From an optimization exercise on the open Yosys and OpenROAD flow, aimed at small area, a short achievable clock period and few clock cycles per item; shortcuts taken in it are not production practice.
In this exercise RTL edits were held to simulation tests only and were not proved equivalent to the original.
No driver is modelled on the clock port, so clock power and skew are understated where the tree is cut down; a real chip needs a root buffer or a tree.
Power figures rest on the tool's default switching activity, not on a simulated workload.

Setup of rev 12:
Design serpent_round_ctrl, start of the top module:
module serpent_round_ctrl
#(
    parameter int NUM_ROUNDS = 32,
    parameter int KIDX_W     = 6
) (
    input  logic                     clk,
    input  logic                     rst,
    input  logic                     in_valid,
    output logic                     in_ready,
    input  logic [SERPENT_BLK_W-1:0] in_data,
    output logic [KIDX_W-1:0]        key_idx,
    input  logic [SERPENT_BLK_W-1:0] key_in,
    output logic                     out_valid,
    input  logic                     out_ready,
    output logic [SERPENT_BLK_W-1:0] out_data
);
Settings: LEC_CHECK=0, CAP_MARGIN=20, CORE_MARGIN=2, CORE_UTILIZATION=40, SETUP_SLACK_MARGIN=3.7, SLEW_MARGIN=20, TNS_END_PERCENT=30; clock period 6.0 ns.
standard.sh (not shown) runs the stock make flow with config.mk's settings and CLKGATE_MAP_FILE= SYNTH_SCRIPT=/design/flow/synth_recipe.tcl, a recipe that flattens the netlist after the stock synthesis.
==> flow/flow/run.sh <==
#!/bin/bash
# Own layout flow: the standard ORFS flow (standard.sh) with three changes to how the
# layout is built:
#  - the port buffers are plain buffers (buf_1, sized up later by repair where timing needs it)
#    rather than the delay buffers buffer_ports picks on its own;
#  - timing repair may resize cells across footprints;
#  - the clock tree is built by flow/manual_cts.tcl (two buffer levels: 4 root buffers on the
#    clock port, leaf buffers of at most 16 flip-flops) in place of TritonCTS's three levels.
# Each tool's full output goes to standard.log in the work folder.
set -uo pipefail
here=$(pwd)
export BUFFER_PORTS_ARGS="-buffer_cell sky130_fd_sc_hd__buf_1"
export MATCH_CELL_FOOTPRINT=0
export PRE_CTS_TCL="$here/flow/manual_cts.tcl"
export MANUAL_CTS_ROOTS=4
export MANUAL_CTS_LEAF_SIZE=16
bash standard.sh "BUFFER_PORTS_ARGS=$BUFFER_PORTS_ARGS" MATCH_CELL_FOOTPRINT=0 \
  "PRE_CTS_TCL=$PRE_CTS_TCL" MANUAL_CTS_ROOTS=4 MANUAL_CTS_LEAF_SIZE=16 finish > standard.log 2>&1
status=$?
tail -5 standard.log
exit $status
Other scripts of this flow, unchanged in this note and not shown: flow/flow/manual_cts.tcl
Testbench counts of rev 12, summed over its fixed seeds: cycles 12,864, blocks 384.
## Diff of input files: rev 13 against rev 12
# rev 12
export LEC_CHECK = 0
export CAP_MARGIN = 20
export CORE_MARGIN = 2
export CORE_UTILIZATION = 40
export SETUP_SLACK_MARGIN = 3.7
export SLEW_MARGIN = 20
export TNS_END_PERCENT = 30
create_clock -name core_clock -period 6.0 [get_ports {clk}]
# rev 13
export LEC_CHECK = 0
export CAP_MARGIN = 20
export CORE_MARGIN = 2
export CORE_UTILIZATION = 40
export SETUP_SLACK_MARGIN = 3.55
export SLEW_MARGIN = 20
create_clock -name core_clock -period 6.0 [get_ports {clk}]
==> comparison <==
- Looking at routed length on met3, rev 13 sits above rev 12.
- Rev 13 gives less total power draw than rev 12 did.
- NOTE cell count after placement rev 12->rev 13 decreased slightly
- Rev 13 vs rev 12, actual slew at the worst max-slew pin went up by 49 ps.
- Summary: with rev 12 as the reference, final standard cell count with taps included and fillers excluded in rev 13 moved down by a few percent.
- As far as clock power is concerned, rev 13 and rev 12 perform about the same.
No run of this note takes its clock network from TritonCTS; it comes from the design's own scripts or RTL.

========
The RTL this note starts from:
==> flow/design.v <==
package serpent_pkg;
    localparam int SERPENT_BLK_W  = 128;
    localparam int SERPENT_WORD_W = 32;
    typedef enum logic [1:0] {
        IDLE  = 2'd0,
        ROUND = 2'd1,
        FINAL = 2'd2,
        DONE  = 2'd3
    } state_t;
    function automatic logic [31:0] rotl32(
        input logic [31:0]               x,
        input int unsigned               n
    );
        rotl32 = (x << n) | (x >> (32 - n));
    endfunction
endpackage
module s_box_tab (
    input  logic [2:0]  i_sel,
    output logic [63:0] o_tab
);
    assign o_tab =
        ({64{i_sel == 3'd0}} & 64'hc396976419b552cd) |    
        ({64{i_sel == 3'd1}} & 64'h2e93b44b568d6359) |    
        ({64{i_sel == 3'd2}} & 64'h25e94da6a4d6639c) |    
        ({64{i_sel == 3'd3}} & 64'h913ee952b4c663a6) |    
        ({64{i_sel == 3'd4}} & 64'hb856e69269cad24b) |    
        ({64{i_sel == 3'd5}} & 64'h1ce97493662dd24b) |    
        ({64{i_sel == 3'd6}} & 64'h5b94196d69c33e89) |    
        ({64{i_sel == 3'd7}} & 64'h1cb6c716a9d47187);    
endmodule
module s_box (
    input  logic [63:0]  i_tab,
    input  logic [127:0] i_data,
    output logic [127:0] o_data
);
    for (genvar b = 0; b < 32; b++) begin : g_col
        logic [3:0] w_nib;
        assign w_nib = {i_data[96+b], i_data[64+b], i_data[32+b], i_data[b]};
        assign o_data[b]    = i_tab[w_nib];
        assign o_data[32+b] = i_tab[16 + w_nib];
        assign o_data[64+b] = i_tab[32 + w_nib];
        assign o_data[96+b] = i_tab[48 + w_nib];
    end
endmodule
import serpent_pkg::*;
module serpent_lt
(
    input  logic [SERPENT_BLK_W-1:0] i_data,
    output logic [SERPENT_BLK_W-1:0] o_data
);
    logic [31:0] w_x0a, w_x2a, w_x1b, w_x3b, w_x1c, w_x3c, w_x0d, w_x2d, w_x0e, w_x2e;
    assign w_x0a = serpent_pkg::rotl32(i_data[31:0], 13);
    assign w_x2a = serpent_pkg::rotl32(i_data[95:64], 3);
    assign w_x1b = i_data[63:32] ^ w_x0a ^ w_x2a;
    assign w_x3b = i_data[127:96] ^ w_x2a ^ (w_x0a << 3);
    assign w_x1c = serpent_pkg::rotl32(w_x1b, 1);
    assign w_x3c = serpent_pkg::rotl32(w_x3b, 7);
    assign w_x0d = w_x0a ^ w_x1c ^ w_x3c;
    assign w_x2d = w_x2a ^ w_x3c ^ (w_x1c << 7);
    assign w_x0e = serpent_pkg::rotl32(w_x0d, 5);
    assign w_x2e = serpent_pkg::rotl32(w_x2d, 22);
    assign o_data = {w_x3c, w_x2e, w_x1c, w_x0e};
endmodule
import serpent_pkg::*;
module serpent_round_ctrl
#(
    parameter int NUM_ROUNDS = 32,
    parameter int KIDX_W     = 6
) (
    input  logic                     clk,
    input  logic                     rst,
    input  logic                     in_valid,
    output logic                     in_ready,
    input  logic [SERPENT_BLK_W-1:0] in_data,
    output logic [KIDX_W-1:0]        key_idx,
    input  logic [SERPENT_BLK_W-1:0] key_in,
    output logic                     out_valid,
    input  logic                     out_ready,
    output logic [SERPENT_BLK_W-1:0] out_data
);
    localparam logic [KIDX_W-1:0] FINAL_IDX = KIDX_W'(NUM_ROUNDS);
    logic [SERPENT_BLK_W-1:0] r_p;           
    logic [SERPENT_BLK_W-1:0] r_q;           
    logic [KIDX_W-1:0]        r_p_idx;       
    logic [KIDX_W-1:0]        r_q_idx;       
    logic                     r_p_vld, r_q_vld;
    logic [KIDX_W-1:0]        r_key_idx;     
    logic                     r_done;        
    logic                     r_in_ready;    
    logic [SERPENT_BLK_W-1:0] w_sub, w_lt, w_pre;
    logic                     w_p_done, w_stall, w_q_last;
    logic                     w_p_vld_n, w_q_vld_n;
    logic [KIDX_W-1:0]        w_p_idx_n, w_q_idx_n;
    logic [63:0] r_tab, w_tab_n;
    s_box_tab u_s_box_tab (
        .i_sel (w_p_idx_n[2:0]),
        .o_tab (w_tab_n)
    );
    s_box u_s_box (
        .i_tab  (r_tab),
        .i_data (r_p),
        .o_data (w_sub)
    );
    serpent_lt u_lt (
        .i_data (r_q),
        .o_data (w_lt)
    );
    assign w_p_done = r_done;                         
    assign w_stall  = w_p_done & ~out_ready;
    assign w_q_last = r_q_idx[5];                     
    assign w_pre    = ~r_q_vld ? in_data : (w_q_last ? r_q : w_lt);
    always_ff @(posedge clk) begin
        if (rst)           r_p <= '0;
        else if (!w_stall) r_p <= w_pre ^ key_in;
    end
    always_ff @(posedge clk) begin
        if (!w_stall) r_q <= w_sub;
    end
    always_ff @(posedge clk) begin
        r_tab <= w_tab_n;
    end
    always_comb begin
        w_q_vld_n = r_p_vld & ~w_p_done;
        w_q_idx_n = r_p_idx + 1'b1;
        w_p_vld_n = r_q_vld | (in_valid & in_ready);
        w_p_idx_n = r_q_vld ? r_q_idx : '0;
    end
    always_ff @(posedge clk) begin
        if (rst) begin
            r_p_vld   <= 1'b0;
            r_q_vld   <= 1'b0;
            r_p_idx   <= '0;
            r_q_idx   <= '0;
            r_key_idx <= '0;
            r_done    <= 1'b0;
            r_in_ready <= 1'b1;
        end else if (!w_stall) begin
            r_p_vld   <= w_p_vld_n;
            r_q_vld   <= w_q_vld_n;
            r_p_idx   <= w_p_idx_n;
            r_q_idx   <= w_q_idx_n;
            r_key_idx <= w_q_vld_n ? w_q_idx_n : '0;
            r_done    <= r_q_vld & r_q_idx[5];
            r_in_ready <= ~w_q_vld_n & ~(r_q_vld & r_q_idx[5]);
        end
    end
    assign in_ready  = r_in_ready;
    assign key_idx   = r_key_idx;
    assign out_valid = w_p_done;
    assign out_data  = r_p;
endmodule
export LEC_CHECK = 0
export CAP_MARGIN = 20
export CORE_MARGIN = 2
export CORE_UTILIZATION = 40
export SETUP_SLACK_MARGIN = 3.4
export SLEW_MARGIN = 20
create_clock -name core_clock -period 6.0 [get_ports {clk}]
Scripts as last shown in full above: flow/flow/run.sh
Other scripts of this flow, unchanged in this note and not shown: flow/flow/manual_cts.tcl
Testbench counts at the start, summed over its fixed seeds: cycles 12,864, blocks 384.
Next try:
- SETUP_SLACK_MARGIN: 3.4 -> 3.85
Effect:
- power goes up by 12%
- sequential power goes down by 19%
- final area goes up by 11%
No run of this note takes its clock network from TritonCTS; it comes from the design's own scripts or RTL.

========
// serpent_round_ctrl: RTL as listed in full above, without the edits since
clock: 6.0 ns
lec_check: 0
cap_margin: 20
core_margin: 2
core_utilization: 40
setup_slack_margin: 3.8
slew_margin: 20
tns_end_percent: 5
==> flow/flow/manual_cts.tcl <==
# Sourced before CTS (PRE_CTS_TCL). Replaces TritonCTS with a two-level clock tree: the clock
# port drives a few root buffers, each root drives the leaf buffers of its part of the die, and
# each leaf drives one cluster of nearby flip-flops. Every flip-flop sees the same two buffers, so the tree adds no
# intended skew; it only has one buffer level fewer than TritonCTS builds here.
proc manual_cts_build {args} {
  set leaf_size 24
  if {[info exists ::env(MANUAL_CTS_LEAF_SIZE)]} { set leaf_size $::env(MANUAL_CTS_LEAF_SIZE) }
  set buf_cell sky130_fd_sc_hd__clkbuf_16
  set block [ord::get_db_block]
  set db [ord::get_db]
  set master [$db findMaster $buf_cell]
  set clk_net [$block findNet clk]
  # Sinks: every instance terminal on clk except the port.
  set sinks {}
  foreach it [$clk_net getITerms] {
    if {[$it isInputSignal]} { lappend sinks $it }
  }
  set n [llength $sinks]
  # A quarter more clusters than strictly needed, so that no flip-flop is pushed into a far
  # cluster because the near ones are full.
  set k [expr {max(1, int(ceil(1.25 * $n / $leaf_size)))}]
  # Sink locations.
  set xs {}; set ys {}
  foreach it $sinks {
    set bb [[$it getInst] getBBox]
    lappend xs [expr {([$bb xMin] + [$bb xMax]) / 2}]
    lappend ys [expr {([$bb yMin] + [$bb yMax]) / 2}]
  }
  # Balanced k-means: seeds from sinks sorted by x then y; assignment capped at leaf_size.
  set order [lsort -integer -indices $xs]
  set cx {}; set cy {}
  for {set c 0} {$c < $k} {incr c} {
    set i [lindex $order [expr {int(($c + 0.5) * $n / $k)}]]
    lappend cx [lindex $xs $i]; lappend cy [lindex $ys $i]
  }
  for {set iter 0} {$iter < 30} {incr iter} {
    # All (distance, sink, cluster) pairs, greedily assigned with a size cap.
    set pairs {}
    for {set i 0} {$i < $n} {incr i} {
      for {set c 0} {$c < $k} {incr c} {
        set d [expr {abs([lindex $xs $i] - [lindex $cx $c]) + abs([lindex $ys $i] - [lindex $cy $c])}]
        lappend pairs [list $d $i $c]
      }
    }
    set pairs [lsort -integer -index 0 $pairs]
    set assign [lrepeat $n -1]
    set cnt [lrepeat $k 0]
    set left $n
    foreach p $pairs {
      lassign $p d i c
      if {[lindex $assign $i] >= 0} continue
      if {[lindex $cnt $c] >= $leaf_size} continue
      lset assign $i $c
      lset cnt $c [expr {[lindex $cnt $c] + 1}]
      incr left -1
      if {$left == 0} break
    }
    set sx [lrepeat $k 0]; set sy [lrepeat $k 0]
    for {set i 0} {$i < $n} {incr i} {
      set c [lindex $assign $i]
      lset sx $c [expr {[lindex $sx $c] + [lindex $xs $i]}]
      lset sy $c [expr {[lindex $sy $c] + [lindex $ys $i]}]
    }
    for {set c 0} {$c < $k} {incr c} {
      if {[lindex $cnt $c] > 0} {
        lset cx $c [expr {[lindex $sx $c] / [lindex $cnt $c]}]
        lset cy $c [expr {[lindex $sy $c] / [lindex $cnt $c]}]
      }
    }
  }
  # Root buffers: the leaf buffers are split into n_roots groups by position (k-means on x then
  # y), and each group's root buffer sits at the group's centre, fed by the clock port.
  set n_roots 2
  if {[info exists ::env(MANUAL_CTS_ROOTS)]} { set n_roots $::env(MANUAL_CTS_ROOTS) }
  set n_roots [expr {min($n_roots, $k)}]
  set lorder [lsort -integer -indices $cx]
  set rx {}; set ry {}
  for {set r 0} {$r < $n_roots} {incr r} {
    set c [lindex $lorder [expr {int(($r + 0.5) * $k / $n_roots)}]]
    lappend rx [lindex $cx $c]; lappend ry [lindex $cy $c]
  }
  set lroot [lrepeat $k 0]
  for {set iter 0} {$iter < 20} {incr iter} {
    for {set c 0} {$c < $k} {incr c} {
      set best 0; set bd 1e18
      for {set r 0} {$r < $n_roots} {incr r} {
        set d [expr {abs([lindex $cx $c] - [lindex $rx $r]) + abs([lindex $cy $c] - [lindex $ry $r])}]
        if {$d < $bd} { set bd $d; set best $r }
      }
      lset lroot $c $best
    }
    for {set r 0} {$r < $n_roots} {incr r} {
      set sx 0; set sy 0; set m 0
      for {set c 0} {$c < $k} {incr c} {
        if {[lindex $lroot $c] == $r} { set sx [expr {$sx + [lindex $cx $c]}]; set sy [expr {$sy + [lindex $cy $c]}]; incr m }
      }
      if {$m > 0} { lset rx $r [expr {$sx / $m}]; lset ry $r [expr {$sy / $m}] }
    }
  }
  $clk_net setSigType CLOCK
  set root_nets {}
  for {set r 0} {$r < $n_roots} {incr r} {
    set root [odb::dbInst_create $block $master clkbuf_root_$r]
    $root setLocation [expr {int([lindex $rx $r])}] [expr {int([lindex $ry $r])}]
    $root setPlacementStatus PLACED
    set rnet [odb::dbNet_create $block clknet_root_$r]
    $rnet setSigType CLOCK
    [$root findITerm A] connect $clk_net
    [$root findITerm X] connect $rnet
    lappend root_nets $rnet
  }
  set leaves {}
  for {set c 0} {$c < $k} {incr c} {
    set leaf [odb::dbInst_create $block $master clkbuf_leaf_$c]
    $leaf setLocation [expr {int([lindex $cx $c])}] [expr {int([lindex $cy $c])}]
    $leaf setPlacementStatus PLACED
    set lnet [odb::dbNet_create $block clknet_leaf_$c]
    $lnet setSigType CLOCK
    [$leaf findITerm A] connect [lindex $root_nets [lindex $lroot $c]]
    [$leaf findITerm X] connect $lnet
    lappend leaves $lnet
  }
  for {set i 0} {$i < $n} {incr i} {
    set it [lindex $sinks $i]
    $it disconnect
    $it connect [lindex $leaves [lindex $assign $i]]
  }
  puts "manual CTS: $n sinks, $k leaf buffers of at most $leaf_size sinks, $n_roots root buffers"
  set_propagated_clock [all_clocks]
}
rename clock_tree_synthesis tritoncts_clock_tree_synthesis
proc clock_tree_synthesis {args} { manual_cts_build }
Scripts as last shown in full above: flow/flow/run.sh
The first run finished with timing, DRC and antenna clean.
Testbench counts at the start, summed over its fixed seeds: cycles 12,864, blocks 384.
Then changed:
--- a/flow/config.mk
+++ b/flow/config.mk
@@ -10,2 +10,2 @@
-export CORE_UTILIZATION = 40
-export SETUP_SLACK_MARGIN = 3.8
+export CORE_UTILIZATION = 45
+export SETUP_SLACK_MARGIN = 3.7
@@ -13 +12,0 @@
-export TNS_END_PERCENT = 5
The changed run finished with timing, DRC and antenna clean; final cell count came out lower by about 1.2%; global-route usage went up by 4.6 points; hold slack gets worse by 6.0 ps; via count went up by 2.2%; maximum frequency is lower by 1.7%.
Then changed:
--- a/flow/flow/manual_cts.tcl
+++ b/flow/flow/manual_cts.tcl
@@ -19,3 +19 @@
-  # A quarter more clusters than strictly needed, so that no flip-flop is pushed into a far
-  # cluster because the near ones are full.
-  set k [expr {max(1, int(ceil(1.25 * $n / $leaf_size)))}]
+  set k [expr {max(1, int(ceil(double($n) / $leaf_size)))}]
--- a/flow/config.mk
+++ b/flow/config.mk
@@ -10 +10 @@
-export CORE_UTILIZATION = 45
+export CORE_UTILIZATION = 40
What happened: The new run completed without violations. Global-route usage is lower by 4.3 points. Critical path depth does not change. Area after synthesis does not change. Core utilization is lower by 5.8 points.
Then changed:
--- a/flow/flow/manual_cts.tcl
+++ b/flow/flow/manual_cts.tcl
@@ -19 +19,3 @@
-  set k [expr {max(1, int(ceil(double($n) / $leaf_size)))}]
+  # A quarter more clusters than strictly needed, so that no flip-flop is pushed into a far
+  # cluster because the near ones are full.
+  set k [expr {max(1, int(ceil(1.25 * $n / $leaf_size)))}]
Worst setup slack improves by 21 ps.
Register-to-register slack gets better by 20 ps.
Area after synthesis stays the same.
Total power is higher by 1.7%.
Sequential power goes down by about 1%.
Cell count went up by 0.46%.
No run of this note takes its clock network from TritonCTS; it comes from the design's own scripts or RTL.

[separate check: timing with driven ports]
How much do the figures lean on ideal ports? The routed layouts below were timed once more, with nothing changed but the port constraints. Step 1: set_driving_cell puts a clkbuf_16 on clk and a buf_2 on each other input, an assumption about the parent block. Step 2 adds t to the input delays and takes it off the output delays; t is the mean of the earliest and latest rising clock arrival at the registers after step 1. Input paths then give back, and output paths get back, about the clock's delay inside the block. Three values: ideal ports, drivers, drivers and shift; two values: the first two.
| run | t, ns | setup WS [ns] | hold WS [ns] | latest minus earliest clock arrival (ns) | worst data-port slew with drivers (ns) |
|---|---|---|---|---|---|
| rev 12 | 0.504 | 3.501 / 3.353 / 3.275 | 0.492 / 0.492 / 0.492 | 0.060 / 0.060 | 0.08 |
| rev 13 | 0.516 | 3.524 / 3.420 / 3.137 | 0.504 / 0.504 / 0.504 | 0.084 / 0.083 | 0.09 |
| the first run of note 2 | 0.510 | 3.371 / 3.248 / 3.072 | 0.486 / 0.486 / 0.486 | 0.070 / 0.069 | 0.07 |
| the second run of note 2 | 0.511 | 3.564 / 3.564 / 3.454 | 0.493 / 0.493 / 0.493 | 0.066 / 0.066 | 0.08 |
| the first run of note 3 | 0.497 | 3.598 / 3.484 / 3.306 | 0.488 / 0.488 / 0.488 | 0.078 / 0.078 | 0.08 |
| the second run of note 3 | 0.515 | 3.557 / 3.549 / 3.328 | 0.482 / 0.482 / 0.482 | 0.105 / 0.105 | 0.10 |
| the third run of note 3 | 0.492 | 3.637 / 3.542 / 3.372 | 0.507 / 0.507 / 0.507 | 0.083 / 0.083 | 0.07 |
| the fourth run of note 3 | 0.518 | 3.659 / 3.537 / 3.319 | 0.506 / 0.506 / 0.506 | 0.084 / 0.083 | 0.06 |
After both steps every run listed still meets setup and hold. The setup slack of rev 13, which loses most, moves by -0.104 ns with the drivers and by -0.387 ns with both steps.
